What follows belongs to an exercise in optimizing a design on an open flow for small area, a short achievable clock period and few clock cycles per item; a production flow would make more cautious choices.
Where RTL was checked, it was by simulation tests only, not by an equivalence proof against the original.
Power and IR drop assume default switching activity.

== run A ==
==> flow/design.v (excerpt) <==
module cpu_top
(
   input  wire         CLK,
   input  wire         rst,
   input  wire         in_valid,
   input  wire  [15:0] in_instr,
   output logic        credit_return,
   output logic        result_valid,
   output logic [3:0]  result_reg,
   output logic [15:0] result
);
For scale: ~320 flip-flops, about 41 I/O pins, roughly 17000 um^2 of cells after synthesis.
clock: 4.0 ns
lec_check: 0
abc_area: 1
cap_margin: 20
core_margin: 2
core_utilization: 55
setup_slack_margin: 2.0
slew_margin: 20
tns_end_percent: 100
standard.sh (not shown) runs the stock make flow with config.mk's settings and CLKGATE_MAP_FILE= SYNTH_SCRIPT=/design/flow/synth_recipe.tcl, a recipe that flattens the netlist after the stock synthesis.
==> flow/flow/run.sh <==
#!/bin/bash
# Standard layout, but with a smaller setup margin for the repair after
# global routing: the margin set in config.mk drives synthesis-to-CTS repair,
# GRT_SETUP_MARGIN drives the post-global-route repair.
set -euo pipefail
GRT_SETUP_MARGIN=$(cat flow/grt_margin.txt)
bash standard.sh synth floorplan place cts > stage1_to_cts.log 2>&1
sed -E "s/SETUP_SLACK_MARGIN=[0-9.]+/SETUP_SLACK_MARGIN=${GRT_SETUP_MARGIN}/" standard.sh > standard_grt.sh
bash standard_grt.sh finish > stage2_grt_to_finish.log 2>&1
==> flow/flow/grt_margin.txt <==
1.85
Every stage of the flow completed for run A, and the final layout passed the timing, DRC and antenna checks.
Testbench counts of run A, summed over its fixed seeds: cycles 24,016, items 24,000.
Inputs modified between run A and run B:
==> flow/run.sh (new file) <==
#!/bin/bash
# synth_recipe.tcl (not shown) runs the flow's synth.tcl, then flattens the netlist and writes it again
# the make line also repeats each setting of config.mk as NAME=value (left out here)
make -C /OpenROAD-flow-scripts/flow DESIGN_CONFIG=/design/flow/config.mk WORK_HOME=/design/flow/orfs CLKGATE_MAP_FILE= SYNTH_SCRIPT=/design/flow/synth_recipe.tcl finish
removed: flow/flow/run.sh
removed: flow/flow/grt_margin.txt
removed: flow/standard.sh
Compared with run A, run B shows routed length on met2 that has gone up by a few percent.
Run B has completed all stages; timing, DRC and antenna checks passed.
NOTE: area growth from synthesis to layout in run B exceeds that of run A
| maximum level of the CTS H-tree | run A vs run B | ≈ equal |
Side by side, cell area after layout turned out higher in run B than in run A.
From run A to run B the numbers moved as follows: worst setup margin increased by 0.066 ns relative to the old numbers; largest driver fanout on the critical path increased by 1 relative to the old numbers.
| worst supply voltage drop on vdd | run B vs run A | worse |
What run C does differently from run B at the input level:
Settings: swapping 55 for 50 in CORE_UTILIZATION; putting CTS_BUF_LIST at sky130_fd_sc_hd__clkbuf_8 where nothing was set.
### Flow results
Cmp run B and run C / aggregate routed wire length / higher: run C. Run B and run C ended up with nearly the same minimum setup slack among reg-to-reg paths. Sequential share of layout area was higher in run C than in run B. The critical setup path kind comes out input port to flip-flop in one run and flip-flop to flip-flop in the other, namely in run C and run B respectively. Run C ends up with lower count of routing violations after the opening detailed-route iteration than run B does.
## Diff of input files: run D against run C
Settings: CTS_BUF_LIST no longer set, was sky130_fd_sc_hd__clkbuf_8; CORE_UTILIZATION now 55, was 50.
==> flow/flow/run.sh (new file) <==
#!/bin/bash
# Standard layout, but with a smaller setup margin for the repair after
# global routing: the margin set in config.mk drives synthesis-to-CTS repair,
# GRT_SETUP_MARGIN drives the post-global-route repair.
set -euo pipefail
GRT_SETUP_MARGIN=$(cat flow/grt_margin.txt)
bash standard.sh synth floorplan place cts > stage1_to_cts.log 2>&1
sed -E "s/SETUP_SLACK_MARGIN=[0-9.]+/SETUP_SLACK_MARGIN=${GRT_SETUP_MARGIN}/" standard.sh > standard_grt.sh
bash standard_grt.sh finish > stage2_grt_to_finish.log 2>&1
==> flow/flow/grt_margin.txt (new file) <==
1.9
==> flow/standard.sh (new file) <==
#!/bin/bash
# synth_recipe.tcl (not shown) runs the flow's synth.tcl, then flattens the netlist and writes it again
# the make line also repeats each setting of config.mk as NAME=value (left out here)
make -C /OpenROAD-flow-scripts/flow DESIGN_CONFIG=/design/flow/config.mk WORK_HOME=/design/flow/orfs CLKGATE_MAP_FILE= SYNTH_SCRIPT=/design/flow/synth_recipe.tcl "${@:-finish}"
removed: flow/run.sh
Results
Run D vs run C: number of fillers in the final layout down by more than 10%
The core of run D is more densely filled than that of run C.
From run C to run D the numbers moved as follows: first-pass GRT wire length moved down, critical path depth -4.
Changes observed in run D relative to run C: final design area excluding fillers saw a decrease, total power consumption of the routed design saw a decrease.

---

## the previous run
cpu_top again, from the RTL that the note above started with.
Settings: LEC_CHECK=0, ABC_AREA=1, CAP_MARGIN=20, CORE_MARGIN=2, CORE_UTILIZATION=55, CTS_BUF_LIST=sky130_fd_sc_hd__clkbuf_8, SETUP_SLACK_MARGIN=2.0, SLEW_MARGIN=20, TNS_END_PERCENT=100; clock period 4.0 ns.
==> flow/flow/run.sh <==
#!/bin/bash
# Standard layout, but with a smaller setup margin for the repair after
# global routing: the margin set in config.mk drives synthesis-to-CTS repair,
# GRT_SETUP_MARGIN drives the post-global-route repair.
set -euo pipefail
GRT_SETUP_MARGIN=$(cat flow/grt_margin.txt)
bash standard.sh synth floorplan place cts > stage1_to_cts.log 2>&1
sed -E "s/SETUP_SLACK_MARGIN=[0-9.]+/SETUP_SLACK_MARGIN=${GRT_SETUP_MARGIN}/" standard.sh > standard_grt.sh
bash standard_grt.sh finish > stage2_grt_to_finish.log 2>&1
==> flow/flow/grt_margin.txt <==
1.9
Per the final summary, the previous run finished and its layout is clean on timing, DRC and antenna.
Testbench counts of the previous run, summed over its fixed seeds: cycles 24,016, items 24,000.
Modified inputs, the current run compared to the previous run
==> flow/flow/grt_margin.txt <==
1.5
Notes after the runs:
The final reports for the current run and the previous run show met2 wire length higher in the former. Re static leakage: the current run is 0.11 nW down on the previous run. Between the previous run and the current run, the net switching component of the power is lower for the current run. Delta (the current run minus the previous run): part of the total power dissipated in combinational logic decreased by 0.6 points relative to the old numbers; portion of total power attributed to the clock network up 0.2 points.

---

Another version of the RTL of cpu_top (not shown whole).
Size in the first run: roughly 340 flip-flops, about 41 I/O pins, ~17000 µm² of cells after synthesis.
Design cpu_top, start of the top module:
module cpu_top
(
   input  wire         CLK,
   input  wire         rst,
   input  wire         in_valid,
   input  wire  [15:0] in_instr,
   output logic        credit_return,
   output logic        result_valid,
   output logic [3:0]  result_reg,
   output logic [15:0] result
);
   logic [3:0]  op, rd, fx, rs;
   logic [7:0]  imm;
   assign op  = in_instr[15:12];
   assign rd  = in_instr[11:8];
   assign fx  = in_instr[7:4];
   assign rs  = in_instr[3:0];
   assign imm = in_instr[7:0];
   logic d_ok, d_arith, d_sub, d_and, d_or, d_xor, d_pass, d_shift, d_use_rs;
   logic [15:0] d_imm;
   always_comb
   begin
      d_ok     = 1'b1;
      d_arith  = 1'b0;
      d_sub    = 1'b0;
      d_and    = 1'b0;
      d_or     = 1'b0;
      d_xor    = 1'b0;
      d_pass   = 1'b0;
      d_shift  = 1'b0;
      d_use_rs = 1'b0;
      d_imm    = {{8{imm[7]}}, imm};
      case (op)
         4'h0:
         begin
            d_use_rs = 1'b1;
            case (fx)
               4'h5: d_arith = 1'b1;
               4'h9: begin d_arith = 1'b1; d_sub = 1'b1; end
               4'h1: d_and  = 1'b1;
               4'h2: d_or   = 1'b1;
               4'h3: d_xor  = 1'b1;
               4'hd: d_pass = 1'b1;
               default: d_ok = 1'b0;
            endcase
         end
         4'h5: d_arith = 1'b1;
         4'h9: begin d_arith = 1'b1; d_sub = 1'b1; end
         4'h1: begin d_and  = 1'b1; d_imm = {8'h00, imm}; end
         4'h2: begin d_or   = 1'b1; d_imm = {8'h00, imm}; end
         4'h3: begin d_xor  = 1'b1; d_imm = {8'h00, imm}; end
         4'hd: begin d_pass = 1'b1; d_imm = {8'h00, imm}; end
         4'hf: begin d_pass = 1'b1; d_imm = {imm, 8'h00}; end
         4'h8:
  ...
clock: 4.0 ns
lec_check: 0
cap_margin: 20
core_margin: 2
core_utilization: 40
setup_slack_margin: 1.8
slew_margin: 20
tns_end_percent: 100
run.sh (not shown) runs the stock make flow with config.mk's settings and CLKGATE_MAP_FILE= SYNTH_SCRIPT=/design/flow/synth_recipe.tcl, a recipe that flattens the netlist after the stock synthesis.
Stock flow here: none of the scripts above is used.
The first run passed the timing, DRC and antenna checks.
==> next run, changes <==
- SETUP_SLACK_MARGIN: 1.8 -> 2.4
Clock skew falls by 0.016 ns.
Power is about the same.
Combinational power came out higher by a few percent.
Routed wire length increases by a few percent.
Register-to-register slack got worse by 0.11 ns.
Die area does not change.
Non-clock buffer count rose by 54.
Sequential power hardly moves.
Via count went up slightly.
Clock power goes down slightly.
Design area increases by a few percent.
No functional check of the RTL was part of any run of this note.

---

RTL: one of the versions met above, not the one the previous note started from.
For scale: roughly 2,000 cells after synthesis, ~320 flip-flops, roughly 17,000 sq um of cells after synthesis.
==> flow/config.mk <==
export PLATFORM = sky130hd
export DESIGN_NAME = cpu_top
export DESIGN_NICKNAME = cpu_top
export VERILOG_FILES = /design/flow/design.v
export SDC_FILE = /design/flow/constraint.sdc
export NUM_CORES = 4
export LEC_CHECK = 0
export ABC_AREA = 1
export CAP_MARGIN = 20
export CORE_MARGIN = 2
export CORE_UTILIZATION = 55
export CTS_BUF_LIST = sky130_fd_sc_hd__clkbuf_8
export SETUP_SLACK_MARGIN = 2.0
export SLEW_MARGIN = 20
export TNS_END_PERCENT = 100
==> flow/constraint.sdc <==
create_clock -name core_clock -period 4.0 [get_ports {CLK}]
set_input_delay 0.8000 -clock core_clock [delete_from_list [all_inputs] [get_ports {CLK}]]
set_output_delay 0.8000 -clock core_clock [all_outputs]
set_load 0.01 [all_outputs]
standard.sh (not shown) runs the stock make flow with config.mk's settings and CLKGATE_MAP_FILE= SYNTH_SCRIPT=/design/flow/synth_recipe.tcl, a recipe that flattens the netlist after the stock synthesis.
==> flow/flow/grt_margin.txt <==
1.85
Scripts as last shown in full above: flow/flow/run.sh
The first run ran to the end with no violations.
Testbench counts at the start, summed over its fixed seeds: cycles 24,016, items 24,000.
Change:
==> flow/flow/grt_margin.txt (replaced) <==
1.95
Maximum frequency is higher by 4.8%. Final cell count is higher by 1.1%. Combinational power is higher by about 8%. Worst setup slack is better by 0.099 ns. Cell area is higher by 3.3%. Worst hold slack is better by 0.0041 ns. Flip-flop and latch count is unchanged. Synthesized cell count is unchanged.

## what the ideal ports hide
How much do the figures lean on ideal ports? The routed layouts below were timed once more, with nothing changed but the port constraints.
Step 1 (the two cells are an assumption about what drives the block):
set clk [get_ports {CLK}]
set_driving_cell -lib_cell sky130_fd_sc_hd__clkbuf_16 $clk
set_driving_cell -lib_cell sky130_fd_sc_hd__buf_2 [delete_from_list [all_inputs] $clk]
Step 2 also shifts input and output timing later by t, the mid clock arrival at the registers, as if the neighbouring blocks saw the same clock.
a / b / c = ideal / step 1 / step 2; a / b = the first two.
| run | shift t [ns] | setup slack, ns | worst hold slack (ns) |
|---|---|---|---|
| run A | 0.576 | 1.849 / 1.878 / 1.303 | 0.350 / 0.350 / 0.350 |
| run B | 0.576 | 1.915 / 1.905 / 1.378 | 0.356 / 0.356 / 0.356 |
| run C | 0.711 | 1.916 / 1.922 / 1.234 | 0.354 / 0.335 / 0.354 |
| run D | 0.577 | 1.876 / 1.910 / 1.334 | 0.348 / 0.348 / 0.348 |
| the previous run | 0.653 | 1.911 / 1.934 / 1.288 | 0.353 / 0.353 / 0.353 |
| the current run | 0.648 | 1.786 / 1.816 / 1.168 | 0.349 / 0.349 / 0.349 |
| the first run of note 3 | 0.619 | 1.139 / 1.139 / 0.800 | 0.490 / 0.458 / 0.504 |
| the second run of note 3 | 0.608 | 1.032 / 1.032 / 0.777 | 0.482 / 0.482 / 0.482 |
| the first run of note 4 | 0.651 | 1.839 / 1.872 / 1.221 | 0.348 / 0.348 / 0.348 |
| the second run of note 4 | 0.653 | 1.938 / 1.938 / 1.324 | 0.352 / 0.352 / 0.352 |
After both steps every run listed still meets setup and hold. For run C, which loses most, drivers alone change the setup slack by +0.006 ns; drivers and shift together by -0.682 ns.
